This is an optimization exercise on Yosys and OpenROAD, whose aim is small area, a short achievable clock period and few clock cycles per item, not a production implementation.
Function was checked by simulation only, so behaviour that the tests miss may differ from the original.

$ cat design/flow/design.v
`timescale 1ns / 1ps
package dxtdec_pkg;
    localparam int PIX_IDX_W = 24;
    localparam logic [1:0] CFG_IDX_FORMAT = 2'd0;
    localparam logic [1:0] CFG_IDX_WIDTH  = 2'd1;
    localparam logic [1:0] CFG_IDX_HEIGHT = 2'd2;
    typedef struct packed {
        logic        fmt_dxt5;
        logic [12:0] width;
        logic [12:0] height;
    } t_cfg;
    typedef struct packed {
        logic [3:0][31:0]          pal;
        logic [7:0][7:0]           apal;
        logic [31:0]               cidx;
        logic [47:0]               aidx;
        logic                      dxt5;
        logic [PIX_IDX_W-1:0]      base;
        logic [PIX_IDX_W-1:0]      step;
        logic                      last_img;
    } t_blk;
    typedef struct packed {
        logic full;
        logic empty;
    } t_q_stat;
endpackage
`timescale 1ns / 1ps
module dxtdec_front #(
    parameter int MAX_DIMENSION = 4096
) (
    input  logic              i_clk,
    input  logic              i_rst_n,
    input  dxtdec_pkg::t_cfg  i_cfg,
    input  logic              i_valid,
    output logic              o_ready,
    input  logic [127:0]      i_data,
    output logic              o_push,
    output dxtdec_pkg::t_blk  o_blk,
    input  logic              i_full
);
    localparam int PixW      = dxtdec_pkg::PIX_IDX_W;
    localparam int MaxDimRaw = MAX_DIMENSION - (MAX_DIMENSION % 4);
    localparam int MaxDim    = (MaxDimRaw < 4) ? 4 : MaxDimRaw;
    localparam int DimW      = $clog2(MaxDim + 1);
    localparam int BlkW      = ($clog2(MaxDim / 4) < 1) ? 1 : $clog2(MaxDim / 4);
    localparam int ProdW     = BlkW + 2 + DimW;
    function automatic logic [DimW-1:0] eff_dim(input logic [12:0] v);
        logic [12:0] r;
        r = {v[12:2], 2'b00};
        if (r < 13'd4) begin
            r = 13'd4;
        end
        if (32'(r) > 32'(MaxDim)) begin
            eff_dim = DimW'(MaxDim);
        end else begin
            eff_dim = DimW'(r);
        end
    endfunction
    function automatic logic [23:0] expand565(input logic [15:0] v);
        expand565 = {v[4:0], v[4:2], v[10:5], v[10:9], v[15:11], v[15:13]};
    endfunction
    function automatic logic [7:0] div3(input logic [9:0] n);
        logic [20:0] p;
        p = 21'(n) * 21'd683;
        div3 = p[18:11];
    endfunction
    function automatic logic [7:0] div5(input logic [10:0] n);
        logic [22:0] p;
        p = 23'(n) * 23'd3277;
        div5 = p[21:14];
    endfunction
    function automatic logic [7:0] div7(input logic [10:0] n);
        logic [22:0] p;
        p = 23'(n) * 23'd2341;
        div7 = p[21:14];
    endfunction
    logic [BlkW-1:0]      r_col, r_row;
    logic [BlkW-1:0]      n_col, n_row;
    logic                 r1_v, n1_v;
    logic [63:0]          r1_cword, r1_aword;
    logic                 r1_dxt5;
    logic [dxtdec_pkg::PIX_IDX_W-1:0] r1_rowpix, r1_col4, r1_step;
    logic                 r1_last;
    logic [DimW-1:0]      w_w, w_h, w_bw, w_bh;
    logic                 w_last_col, w_last_row, w_accept;
    logic [ProdW-1:0]     w_prod;
    assign w_w  = eff_dim(i_cfg.width);
    assign w_h  = eff_dim(i_cfg.height);
    assign w_bw = w_w >> 2;
    assign w_bh = w_h >> 2;
    assign w_last_col = (32'(r_col) + 32'd1) >= 32'(w_bw);
    assign w_last_row = (32'(r_row) + 32'd1) >= 32'(w_bh);
    assign w_prod     = ProdW'({r_row, 2'b00}) * ProdW'(w_w);
    assign o_ready  = !r1_v || !i_full;
    assign w_accept = i_valid && o_ready;
    assign o_push   = r1_v && !i_full;
    always_comb begin
        n_col = r_col;
        n_row = r_row;
        if (w_accept) begin
            if (w_last_col) begin
                n_col = '0;
                n_row = w_last_row ? '0 : r_row + 1'b1;
            end else begin
                n_col = r_col + 1'b1;
            end
        end
        n1_v = r1_v;
        if (w_accept) begin
            n1_v = 1'b1;
        end else if (o_push) begin
            n1_v = 1'b0;
        end
    end
    always_ff @(posedge i_clk) begin
        if (!i_rst_n) begin
            r_col <= '0;
            r_row <= '0;
            r1_v  <= 1'b0;
        end else begin
            r_col <= n_col;
            r_row <= n_row;
            r1_v  <= n1_v;
        end
    end
    always_ff @(posedge i_clk) begin
        if (w_accept) begin
            r1_dxt5   <= i_cfg.fmt_dxt5;
            r1_cword  <= i_cfg.fmt_dxt5 ? i_data[127:64] : i_data[63:0];
            r1_aword  <= i_data[63:0];
            r1_rowpix <= PixW'(w_prod);
            r1_col4   <= PixW'({r_col, 2'b00});
            r1_step   <= PixW'(w_w);
            r1_last   <= w_last_col && w_last_row;
        end
    end
    logic [15:0] w_c0raw, w_c1raw;
    logic [23:0] w_e0, w_e1;
    logic        w_four, w_seven;
    logic [7:0]  w_a0, w_a1, w_ca, w_cb;
    logic [9:0]  w_n2, w_n3, w_nm;
    logic [10:0] w_n7, w_n5;
    logic [7:0]  w_q7, w_q5;
    always_comb begin
        w_c0raw = r1_cword[15:0];
        w_c1raw = r1_cword[31:16];
        w_e0    = expand565(w_c0raw);
        w_e1    = expand565(w_c1raw);
        w_four  = r1_dxt5 || (w_c0raw > w_c1raw);
        w_a0    = r1_aword[7:0];
        w_a1    = r1_aword[15:8];
        w_seven = w_a0 > w_a1;
        o_blk          = '0;
        o_blk.pal[0]   = {8'd255, w_e0};
        o_blk.pal[1]   = {8'd255, w_e1};
        o_blk.pal[2][31:24] = 8'd255;
        o_blk.pal[3][31:24] = w_four ? 8'd255 : 8'd0;
        for (int ch = 0; ch < 3; ch++) begin
            w_ca = w_e0[ch*8 +: 8];
            w_cb = w_e1[ch*8 +: 8];
            w_n2 = {1'b0, w_ca, 1'b0} + 10'(w_cb);
            w_n3 = 10'(w_ca) + {1'b0, w_cb, 1'b0};
            w_nm = 10'(w_ca) + 10'(w_cb);
            o_blk.pal[2][ch*8 +: 8] = w_four ? div3(w_n2) : w_nm[8:1];
            o_blk.pal[3][ch*8 +: 8] = w_four ? div3(w_n3) : 8'd0;
        end
        o_blk.apal[0] = w_a0;
        o_blk.apal[1] = w_a1;
        for (int i = 1; i < 7; i++) begin
            w_n7 = 11'(w_a0) * 11'(7 - i) + 11'(w_a1) * 11'(i);
            w_q7 = div7(w_n7);
            if (i < 5) begin
                w_n5 = 11'(w_a0) * 11'(5 - i) + 11'(w_a1) * 11'(i);
                w_q5 = div5(w_n5);
            end else begin
                w_n5 = '0;
                w_q5 = (i == 5) ? 8'd0 : 8'd255;
            end
            o_blk.apal[i+1] = w_seven ? w_q7 : w_q5;
        end
        o_blk.cidx     = r1_cword[63:32];
        o_blk.aidx     = r1_aword[63:16];
        o_blk.dxt5     = r1_dxt5;
        o_blk.base     = r1_rowpix + r1_col4;
        o_blk.step     = r1_step;
        o_blk.last_img = r1_last;
    end
endmodule
`timescale 1ns / 1ps
module dxtdec_fifo (
    input  logic                i_clk,
    input  logic                i_rst_n,
    input  logic                i_push,
    input  dxtdec_pkg::t_blk    i_blk,
    input  logic                i_pop,
    output dxtdec_pkg::t_blk    o_blk,
    output dxtdec_pkg::t_q_stat o_stat
);
    dxtdec_pkg::t_blk       r_mem0, r_mem1;
    logic       r_wr, r_rd;
    logic [1:0] r_cnt;
    logic       n_wr, n_rd;
    logic [1:0] n_cnt;
    assign o_blk        = r_rd ? r_mem1 : r_mem0;
    assign o_stat.full  = (r_cnt == 2'd2);
    assign o_stat.empty = (r_cnt == 2'd0);
    always_comb begin
        n_wr  = i_push ? !r_wr : r_wr;
        n_rd  = i_pop ? !r_rd : r_rd;
        n_cnt = r_cnt;
        if (i_push && !i_pop) begin
            n_cnt = r_cnt + 2'd1;
        end else if (!i_push && i_pop) begin
            n_cnt = r_cnt - 2'd1;
        end
    end
    always_ff @(posedge i_clk) begin
        if (!i_rst_n) begin
            r_wr  <= 1'b0;
            r_rd  <= 1'b0;
            r_cnt <= 2'd0;
        end else begin
            r_wr  <= n_wr;
            r_rd  <= n_rd;
            r_cnt <= n_cnt;
        end
    end
    always_ff @(posedge i_clk) begin
        if (i_push && !r_wr) begin
            r_mem0 <= i_blk;
        end
        if (i_push && r_wr) begin
            r_mem1 <= i_blk;
        end
    end
endmodule
`timescale 1ns / 1ps
module dxtdec_back (
    input  logic                i_clk,
    input  logic                i_rst_n,
    input  dxtdec_pkg::t_blk    i_blk,
    input  dxtdec_pkg::t_q_stat i_stat,
    output logic                o_pop,
    output logic                o_valid,
    input  logic                i_ready,
    output logic [55:0]         o_data,
    output logic                o_last,
    output logic                o_user
);
    localparam int PixW = dxtdec_pkg::PIX_IDX_W;
    logic [3:0]           r_k, n_k;
    logic                 r_out_v, n_out_v;
    logic [dxtdec_pkg::PIX_IDX_W-1:0] r_row_base, n_row_base;
    logic [55:0]          r_data;
    logic                 r_last, r_user;
    logic                 w_load;
    logic [dxtdec_pkg::PIX_IDX_W-1:0] w_cur_base;
    logic [1:0]           w_ci;
    logic [5:0]           w_apos;
    logic [2:0]           w_ai;
    logic [31:0]          w_pix;
    logic [7:0]           w_alpha;
    assign w_load = !i_stat.empty && (!r_out_v || i_ready);
    assign o_pop  = w_load && (r_k == 4'd15);
    always_comb begin
        w_cur_base = (r_k == 4'd0) ? i_blk.base : r_row_base;
        w_ci       = i_blk.cidx[{r_k, 1'b0} +: 2];
        w_apos     = 6'(r_k) * 6'd3;
        w_ai       = i_blk.aidx[w_apos +: 3];
        w_pix      = i_blk.pal[w_ci];
        w_alpha    = i_blk.dxt5 ? i_blk.apal[w_ai] : w_pix[31:24];
        n_k        = w_load ? r_k + 4'd1 : r_k;
        n_row_base = r_row_base;
        if (w_load) begin
            n_row_base = (r_k[1:0] == 2'd3) ? w_cur_base + i_blk.step : w_cur_base;
        end
        n_out_v = r_out_v;
        if (w_load) begin
            n_out_v = 1'b1;
        end else if (i_ready) begin
            n_out_v = 1'b0;
        end
    end
    always_ff @(posedge i_clk) begin
        if (!i_rst_n) begin
            r_k     <= 4'd0;
            r_out_v <= 1'b0;
        end else begin
            r_k     <= n_k;
            r_out_v <= n_out_v;
        end
    end
    always_ff @(posedge i_clk) begin
        r_row_base <= n_row_base;
        if (w_load) begin
            r_data <= {w_cur_base + PixW'(r_k[1:0]), w_alpha, w_pix[23:0]};
            r_last <= (r_k == 4'd15);
            r_user <= (r_k == 4'd15) && i_blk.last_img;
        end
    end
    assign o_valid = r_out_v;
    assign o_data  = r_data;
    assign o_last  = r_last;
    assign o_user  = r_user;
endmodule
`timescale 1ns / 1ps
module dxt1_dxt5_block_decoder_core #(
    parameter int MAX_DIMENSION = 4096
) (
    input  logic         i_clk,
    input  logic         i_rst_n,
    input  logic         i_cfg_valid,
    output logic         o_cfg_ready,
    input  logic [1:0]   i_cfg_index,
    input  logic [12:0]  i_cfg_data,
    input  logic         s_axis_tvalid,
    output logic         s_axis_tready,
    input  logic [127:0] s_axis_tdata,    
    output logic         m_axis_tvalid,
    input  logic         m_axis_tready,
    output logic [55:0]  m_axis_tdata,    
    output logic         m_axis_tlast,
    output logic [0:0]   m_axis_tuser     
);
    dxtdec_pkg::t_cfg    r_cfg, n_cfg;
    dxtdec_pkg::t_blk    w_push_blk, w_head_blk;
    dxtdec_pkg::t_q_stat w_q_stat;
    logic    w_push, w_pop;
    assign o_cfg_ready = 1'b1;
    always_comb begin
        n_cfg = r_cfg;
        if (i_cfg_valid) begin
            case (i_cfg_index)
                dxtdec_pkg::CFG_IDX_FORMAT: n_cfg.fmt_dxt5 = i_cfg_data[0];
                dxtdec_pkg::CFG_IDX_WIDTH:  n_cfg.width    = i_cfg_data;
                dxtdec_pkg::CFG_IDX_HEIGHT: n_cfg.height   = i_cfg_data;
                default:        n_cfg          = r_cfg;
            endcase
        end
    end
    always_ff @(posedge i_clk) begin
        if (!i_rst_n) begin
            r_cfg.fmt_dxt5 <= 1'b0;
            r_cfg.width    <= 13'd4;
            r_cfg.height   <= 13'd4;
        end else begin
            r_cfg <= n_cfg;
        end
    end
    dxtdec_front #(
        .MAX_DIMENSION(MAX_DIMENSION)
    ) u_front (
        .i_clk   (i_clk),
        .i_rst_n (i_rst_n),
        .i_cfg   (r_cfg),
        .i_valid (s_axis_tvalid),
        .o_ready (s_axis_tready),
        .i_data  (s_axis_tdata),
        .o_push  (w_push),
        .o_blk   (w_push_blk),
        .i_full  (w_q_stat.full)
    );
    dxtdec_fifo u_fifo (
        .i_clk   (i_clk),
        .i_rst_n (i_rst_n),
        .i_push  (w_push),
        .i_blk   (w_push_blk),
        .i_pop   (w_pop),
        .o_blk   (w_head_blk),
        .o_stat  (w_q_stat)
    );
    dxtdec_back u_back (
        .i_clk   (i_clk),
        .i_rst_n (i_rst_n),
        .i_blk   (w_head_blk),
        .i_stat  (w_q_stat),
        .o_pop   (w_pop),
        .o_valid (m_axis_tvalid),
        .i_ready (m_axis_tready),
        .o_data  (m_axis_tdata),
        .o_last  (m_axis_tlast),
        .o_user  (m_axis_tuser[0])
    );
endmodule
$ cat design/flow/run.sh
#!/bin/bash
# synth_recipe.tcl (not shown) runs the flow's synth.tcl, then flattens the netlist and writes it again
# the make line also repeats each setting of config.mk as NAME=value (left out here)
make -C /OpenROAD-flow-scripts/flow DESIGN_CONFIG=/design/flow/config.mk WORK_HOME=/design/flow/orfs CLKGATE_MAP_FILE= SYNTH_SCRIPT=/design/flow/synth_recipe.tcl finish
$ cat design/flow/config.mk
export PLATFORM = sky130hd
export DESIGN_NAME = dxt1_dxt5_block_decoder_core
export DESIGN_NICKNAME = dxt1_dxt5_block_decoder_core
export VERILOG_FILES = /design/flow/design.v
export SDC_FILE = /design/flow/constraint.sdc
export NUM_CORES = 4
export LEC_CHECK = 0
export CAP_MARGIN = 20
export CORE_MARGIN = 2
export CORE_UTILIZATION = 40
export SLEW_MARGIN = 20
$ cat design/flow/constraint.sdc
create_clock -name core_clock -period 9.0 [get_ports {i_clk}]
set_input_delay 1.8000 -clock core_clock [delete_from_list [all_inputs] [get_ports {i_clk}]]
set_output_delay 1.8000 -clock core_clock [all_outputs]
set_load 0.01 [all_outputs]
==> impl_metrics.tcl <==
set metrics [dict create \
    clk_latency_ns 0.71 \
    wire_per_inst_um 19.1 \
    outcome "timing/DRC/antenna clean" \
    cp_slowest_cell "edfxtp_1" \
    fin_setup_tns_ns 0 \
    post-route-min-period_ns 8.42 \
    clock_sinks 826 \
    rsz0062_at_grt "no" \
    cpMostUsedCell "inv_1" \
    grt_pass1_vias 45054 \
    crit_path_start "u_front.r1_aword[9]" \
    post-dp-hpwl_um 127000 \
    skew_ns 0.0409 \
    slew_violations 0 \
    grt_overflow_total 0 \
    crit_type "flip-flop to flip-flop" \
    async_flop_share 0 \
    ioPinCount 209 \
    clk_root_buffer_cell "clkbuf_16" \
    setup-violations-final 0 \
    worst_slack_ns 0.577 \
    fmaxAchievable_mhz 119 \
    synthesis.area_um2 69300 \
    start_util 0.403 \
    cp_max_fo 8 \
    max_stage_delay_ns 0.56 \
    hp-start "u_front.r1_aword[33]" \
    r2r_start "u_front.r1_aword[9]" \
    die_h_um 420 \
    antenna_found_initial 7 \
    syn_nets 7610 \
    hp-class "flip-flop to flip-flop" \
    crit_required_ns 9.48 \
    clockBufferDepth 3 \
    synthFlopType "edfxtp_1" \
    die_x_um 420 \
    worstPathArrival_ns 8.90 \
    final_common_cell "ha_1" \
    layout.cells.non_filler 8436 \
    ant_nets 0 \
    dp_slack_ns 0.449 \
    vias_per_cell 5.06 \
    tightest_slew_ns 1.02 \
    htreeDepth 3 \
    hold_violations 0 \
    ys_warn_count 4 \
    drive_gt1_frac 0.0765 \
    dp_cells 8262 \
    io_buffers 206 \
    post-route-util 0.450 \
    drt_iter0_markers 2334 \
    syn_inst 5771 \
    drcViolationCount 0 \
    cap_violations 0 \
    via_count 42697 \
    clkSlewWorstSetupHoldPaths_ns 0.06 \
    synth_edf_count 773 \
    final_cell_mix "1248 x ha_1, 896 x inv_1, 773 x edfxtp_1, 443 x fa_1, 269 x xnor2_1" \
    avgSynthCellArea_um2 12.0 \
    first_pass_iters 5 \
    setup.worst_path.start_class "flip-flop" \
    grt.total_usage 0.188 \
    nets 7885 \
    rows 152 \
    ys_ff_latch 826 \
    maxSlewHeadroom 0.318 \
    grt_max_degree 129 \
    areaGrowthSynthToFinish_pct 11.7 \
    numCtsBuffers 92 \
    gp_congestion 0.862 \
    r2r_setup_slack_ns 0.58 \
    cts_tree "built" \
    core_um2 172000 \
    dieArea_um2 177000 \
    wirelength_um 161000 \
    crit_family "adder cells" \
    critPathBufInv 8 \
    fin_crit_sh 0.936 \
    seq_area_frac_synth 0.350 \
    n_fill_cell 15783 \
    grt_pass1_wl_um 256000 \
    ys_types 85 \
    crit_path_end_kind "flip-flop" \
]
[sequential cells by signal (all words and copies together), names as in the netlist, 2 cells and up]
signal / cells
u_front.r_row: 10
u_back.r_k: 4
u_front.r_col: 10
u_front.r1_rowpix: 20
u_fifo.r_mem0: 260
u_fifo.r_cnt: 2
u_front.r1_cword: 64
u_front.r1_col4: 10
u_front.r1_aword: 64
u_back.r_row_base: 24
r_cfg: 23
u_fifo.r_mem1: 260
u_front.r1_step: 11
u_back.r_data: 56
[stage by stage]
| stage | cell area, µm² | hold WS, ns |
|---|---|---|
| 6_report | 77400 | 0.431 |
| 3_3_place_gp | 74500 | 0.423 |
| 4_1_cts | 77300 | 0.423 |
| 3_5_place_dp | 74500 | 0.430 |
| 2_1_floorplan | 69300 | 0.421 |
| 5_1_grt | 77400 | 0.427 |
[Yosys cell counts, types with 74 or more instances]
master | instances | area share
nand2_1 | 217 | 0.012
xnor2_1 | 271 | 0.034
xor2_1 | 117 | 0.015
a21oi_1 | 228 | 0.016
mux2_2 | 89 | 0.014
and2_1 | 77 | 0.0070
fa_1 | 443 | 0.13
mux4_2 | 118 | 0.038
edfxtp_1 | 773 | 0.34
ha_1 | 1248 | 0.23
nor2b_1 | 74 | 0.0067
o21ai_0 | 117 | 0.0085
nor2_1 | 223 | 0.012
inv_1 | 896 | 0.049
[routing by layer]
layer | part of all wire | global-route usage | vias up | wire [µm]
met5 | 0.000043 | 0 | - | 7
met4 | 0.026 | 0.0482 | 2 | 4130
met3 | 0.029 | 0.0183 | 153 | 4740
met2 | 0.49 | 0.327 | 557 | 79600
met1 | 0.45 | 0.250 | 21156 | 72600
li1 | - | - | 20829 | -
[timing repair]
action,4_1_cts,5_1_grt
hold buffers,0,0
buffers inserted,0,0
gates resized for setup,0,4
endpoints found under the setup margin,0,10
[layout make-up]
cell class / count / area [µm²] / area share
tap: 2310 / 2890 / 0.0373
timing repair buffer: 283 / 2700 / 0.0349
inverter: 899 / 3380 / 0.0437
clock inverter: 56 / 494 / 0.00639
clock buffer: 112 / 2390 / 0.0308
sequential: 826 / 24300 / 0.314
multi-input combinational: 3944 / 41200 / 0.533
antenna: 6 / 15.0 / 0.000194
[path summary, 6_finish.rpt]
path	end	cells after the start
min reg2reg	u_fifo.r_mem1[67]	0
max	u_fifo.r_mem0[169]	32
max reg2reg	u_fifo.r_mem0[169]	32
min	u_fifo.r_mem1[67]	0
[cells by family after synthesis]
family                   count (synthesis)  synth area share
AO/OA/AOI/OAI                          718            0.0664
XOR/XNOR                               389            0.0494
adder cells (fa/ha/maj)               1691             0.353
buffers and inverters                 1001            0.0558
flip-flops                             826             0.350
multiplexers                           274            0.0631
other                                    1         0.0000541
AND/OR/NAND/NOR                        871            0.0615
Testbench counts, summed over its fixed seeds: cycles 16,432, items 16,384.

[what the ideal ports hide]
In the flow no input, the clock included, has a driving cell. The finished layout below was timed again as built, in two steps. Step 1, drivers: a clkbuf_16 drives i_clk and a buf_2 each remaining input, both assumed. Step 2 also shifts input and output timing later by t, the mid clock arrival at the registers, as if the neighbouring blocks saw the same clock. Three values: no drivers, after step 1, after step 2; two values: the first two.
t (ns): 0.774
slack for setup (ns): 0.577 / 0.577 / 0.577
latest minus earliest clock arrival (ns): 0.042 / 0.042
After both steps setup and hold are still met in this run. The setup slack of this run moves by 0.000 ns with the drivers and by 0.000 ns with both steps.
